This design comes from an exercise in tuning for a short achievable clock period and few clock cycles on the open sky130 flow, not from production work. In this exercise RTL edits were held to simulation tests only and were not proved equivalent to the original.

build 62:
Design cache_nway, start of the top module:
module cache_nway
#(
    parameter int unsigned DATA_WIDTH = 32,
    parameter int unsigned ADDR_WIDTH = 32,
    parameter int unsigned SETS       = 8,
    parameter int unsigned WAYS       = 2,
    parameter int unsigned LINE_WORDS = 4
) (
    input  logic                  clk_i,
    input  logic                  rst_i,
    input  logic                  MemWriteM_i,
    input  logic [1:0]            ResultSrcM_i,
    input  logic [2:0]            funct3_i,
    input  logic [ADDR_WIDTH-1:0] addr_i,
    input  logic [DATA_WIDTH-1:0] data_i,
    output logic [DATA_WIDTH-1:0] data_o,
    output logic                  stall_o,
    output logic                  cache_miss_o,
    output logic                  mem_req_o,
    output logic                  mem_we_o,
    output logic [ADDR_WIDTH-1:0] mem_addr_o,
    output logic [DATA_WIDTH-1:0] mem_wdata_o,
    input  logic [DATA_WIDTH-1:0] mem_rdata_i,
  ...
Size: ~7300 cells after synthesis, roughly 2800 flip-flops.
==> flow/config.mk <==
export PLATFORM = sky130hd
export DESIGN_NAME = cache_nway
export DESIGN_NICKNAME = cache_nway
export VERILOG_FILES = /design/flow/design.v
export SDC_FILE = /design/flow/constraint.sdc
export NUM_CORES = 4
export LEC_CHECK = 0
export CAP_MARGIN = 20
export CELL_PAD_IN_SITES_DETAIL_PLACEMENT = 1
export CORE_MARGIN = 2
export CORE_UTILIZATION = 35
export PLACE_DENSITY = 0.45
export SETUP_SLACK_MARGIN = 5
export SLEW_MARGIN = 20
==> flow/constraint.sdc <==
create_clock -name core_clock -period 10.0 [get_ports {clk_i}]
set_input_delay 2.0000 -clock core_clock [delete_from_list [all_inputs] [get_ports {clk_i}]]
set_output_delay 2.0000 -clock core_clock [all_outputs]
set_load 0.01 [all_outputs]
standard.sh (not shown) runs the stock make flow with config.mk's settings and CLKGATE_MAP_FILE= SYNTH_SCRIPT=/design/flow/synth_recipe.tcl, a recipe that flattens the netlist after the stock synthesis.
==> flow/flow/run.sh <==
#!/bin/bash
# The standard layout, with these changes to how it is made:
#   - the port buffers are plain buffers instead of the platform's default (a delay cell);
#   - sizing may swap a cell for one with a different footprint (same function);
#   - the pin placer keeps the two ports of each one-gate input-to-output path together, and
#     detailed placement starts with that gate moved next to the port's output buffer.
set -euo pipefail
here=$(pwd)
bash standard.sh \
    MATCH_CELL_FOOTPRINT=0 \
    "BUFFER_PORTS_ARGS=-buffer_cell sky130_fd_sc_hd__buf_4" \
    SETUP_SLACK_MARGIN=6 \
    "PRE_IO_PLACEMENT_TCL=$here/flow/io.tcl" \
    "PRE_DETAIL_PLACE_TCL=$here/flow/pull.tcl" \
    finish > standard_flow.log 2>&1
==> flow/flow/io.tcl <==
# Keep each port pair joined by a one-gate path next to each other on the die's edge.
set_io_pin_constraint -group -order -pin_names {rst_i mem_req_o}
set_io_pin_constraint -group -order -pin_names {mem_ack_i stall_o}
==> flow/flow/pull.tcl <==
# Before detailed placement: put the gate that drives each one-gate input-to-output path's
# output buffer next to that buffer, near the port, so the path has no long wire.
proc my_pull_gate {block port} {
  set bt [$block findBTerm $port]
  if {$bt eq "NULL"} { return }
  set net [$bt getNet]
  set obuf ""
  foreach it [$net getITerms] { if {[$it isOutputSignal]} { set obuf [$it getInst] } }
  if {$obuf eq ""} { return }
  set innet ""
  foreach it [$obuf getITerms] { if {[$it isInputSignal]} { set innet [$it getNet] } }
  if {$innet eq "" || $innet eq "NULL"} { return }
  set gate ""
  foreach it [$innet getITerms] { if {[$it isOutputSignal]} { set gate [$it getInst] } }
  if {$gate eq ""} { return }
  if {[[$gate getMaster] isSequential]} { return }
  set loc [$obuf getLocation]
  $gate setLocation [lindex $loc 0] [lindex $loc 1]
  puts "pull: [$gate getName] ([[$gate getMaster] getName]) to [$obuf getName] at $loc for $port"
}
set my_block [ord::get_db_block]
foreach p {stall_o mem_req_o} { my_pull_gate $my_block $p }
Testbench counts of build 62, summed over its fixed seeds: cycles 167,143.
Edits applied to the flow inputs when going from build 62 to build 87:
--- a/flow/design.v
+++ b/flow/design.v
@@ -87,19 +87,19 @@
     logic [1:0]  word_q;
     logic        store_q;
     logic        useinv_q;    
     logic        w3ld_q;      
     logic [2:0]  f3_q;
     logic [1:0]  lane_q;
     logic [3:0]  be_q;
     logic [31:0] sd_q;
     logic [24:0] tagacc_q;
-    logic [24:0] mtag_q;
+    logic [24:0] wtag_q;      
     logic [31:0] wdata_q;
     logic [2:0][31:0] wbuf_q;     
     logic [31:0] dout_q;
     logic        is_load, access, lk;
     logic [24:0] tag_i;
     logic [2:0]  idx_i;
     logic [1:0]  wrd_i;
     logic [15:0] eq;
     logic [1:0]  match;
@@ -119,35 +119,38 @@
         for (int l = 0; l < 16; l++) eq[l] = valid_q[l] & (tagv[l] == tag_i);
     end
     assign match  = {eq[{idx_i, 1'b1}], eq[{idx_i, 1'b0}]};
     assign hit    = |match;
     assign v0     = valid_q[{idx_i, 1'b0}];
     assign v1     = valid_q[{idx_i, 1'b1}];
     assign both   = v0 & v1;
     assign vic    = !v0 ? 1'b0 : !v1 ? 1'b1 : rr_q[idx_i];
     assign wb     = both & dirty_q[{idx_i, vic}];
-    assign vtag   = tagv[{idx_i, rr_q[idx_i]}];
-    logic [1:0][3:0][31:0] setl;
-    assign setl  = dat[8*idx_i +: 8];
-    assign vline = setl[rr_q[idx_i]];
+    assign vtag   = rr_q[idx_i] ? tagv[{idx_i, 1'b1}] : tagv[{idx_i, 1'b0}];
+    logic        rr_i;
+    assign rr_i = rr_q[idx_i];
+    always_comb begin
+        for (int k = 0; k < 4; k++)
+            vline[k] = rr_i ? dat[{idx_i, 1'b1, 2'(k)}] : dat[{idx_i, 1'b0, 2'(k)}];
+    end
     cache_lane_merge u_lm0 (
         .funct3     (funct3_i),
         .lane       (addr_i[1:0]),
-        .word       (setl[0][wrd_i]),
+        .word       (dat[{idx_i, 1'b0, wrd_i}]),
         .store_data (data_i),
         .load_data  (ld0),
         .store_be   (be_i),
         .store_rep  (sd_i)
     );
     cache_lane_merge u_lm1 (
         .funct3     (funct3_i),
         .lane       (addr_i[1:0]),
-        .word       (setl[1][wrd_i]),
+        .word       (dat[{idx_i, 1'b1, wrd_i}]),
         .store_data (data_i),
         .load_data  (ld1),
         .store_be   (),
         .store_rep  ()
     );
     assign lw = match[1] ? ld1 : ld0;
     logic [31:0] ldr;
     logic [3:0]  unused_be;
     logic [31:0] unused_rep;
@@ -164,19 +167,19 @@
     assign ack     = busy_q & mem_ack_i;
     assign fill_go = ack & refill_q;
     assign fin     = fill_go & (beat_q == 2'd3);
     assign st_go   = done_q & store_q;
     assign data_o       = dout_q;
     assign stall_o      = ~(done_q | (mem_ack_i & lastok_q));
     assign cache_miss_o = miss_q;
     assign mem_req_o    = req_q & ~rst_i;
     assign mem_we_o     = we_q;
-    assign mem_addr_o   = {mtag_q, idx_q, beat_q, 2'b00};
+    assign mem_addr_o   = {we_q ? wtag_q : tagacc_q, idx_q, beat_q, 2'b00};
     assign mem_wdata_o  = wdata_q;
     always_ff @(posedge clk_i) begin
         if (rst_i) begin
             idle_q   <= 1'b1;
             busy_q   <= 1'b0;
             done_q   <= 1'b0;
             req_q    <= 1'b0;
             miss_q   <= 1'b0;
             lastok_q <= 1'b0;
@@ -217,30 +220,29 @@
             sd_q     <= sd_i;
             tagacc_q <= tag_i;
             way_q    <= hit ? match[1] : vic;
             useinv_q <= ~both;
             w3ld_q   <= is_load & (wrd_i == 2'd3);
             dout_q   <= lw;
             beat_q   <= 2'd0;
             refill_q <= ~wb;
             we_q     <= wb;
-            mtag_q   <= wb ? vtag : tag_i;
+            wtag_q   <= vtag;
             wdata_q  <= vline[0];
             wbuf_q   <= vline[3:1];
         end else if (ack) begin
             beat_q <= beat_q + 2'd1;
             if (!refill_q) begin
                 wdata_q <= wbuf_q[0];
                 wbuf_q  <= {wbuf_q[2], wbuf_q[2:1]};
                 if (beat_q == 2'd3) begin
                     refill_q <= 1'b1;
                     we_q     <= 1'b0;
-                    mtag_q   <= tagacc_q;
                 end
             end else if (!store_q && beat_q == word_q) begin
                 dout_q <= ldr;
             end
         end
     end
     always_ff @(posedge clk_i) begin
         if (rst_i) begin
             valid_q <= '0;
Findings:
- Compared with build 62, build 87 shows actual transition at the worst max-transition pin higher by 35 ps.
- Build 62 → build 87: row count moved up; ratio of cells with drive above 1 in the final layout moved up.
- Row total routing usage reported by global routing: build 87 higher / build 62 lower
- Build 87 ended up with a lower sequential share of layout area than build 62 did.
- Delta (build 87 minus build 62): setup slack increased 92 ps, remaining max-slew budget at the tightest pin fell 2.3 points, final critical path time including I/O delays and setup lower.
Testbench counts of build 87, summed over its fixed seeds: cycles 167,143.

## port drivers added, routing unchanged
The flow's constraints put no driver on any port. The routed layouts listed below were extracted and timed again, unchanged, in two steps.
Step 1 sets driving cells, clkbuf_16 on the clock port and buf_2 on the other inputs (assumed; they add their load-dependent delay and slew).
Step 2 also shifts input and output timing later by t, the mid clock arrival at the registers, as if the neighbouring blocks saw the same clock.
Slacks: no drivers / after step 1 / after step 2; pairs: no drivers / after step 1.
run | t (ns) | setup WS [ns] | worst hold slack (ns) | pins driven straight from the clock port
build 62 | 1.049 | 5.525 / 5.214 / 4.165 | 0.494 / 0.495 / 0.495 | 1
build 87 | 1.036 | 5.617 / 5.242 / 4.206 | 0.487 / 0.487 / 0.487 | 1
After both steps every run listed still meets setup and hold. For build 87, which loses most, drivers alone change the setup slack by -0.375 ns; drivers and shift together by -1.411 ns.
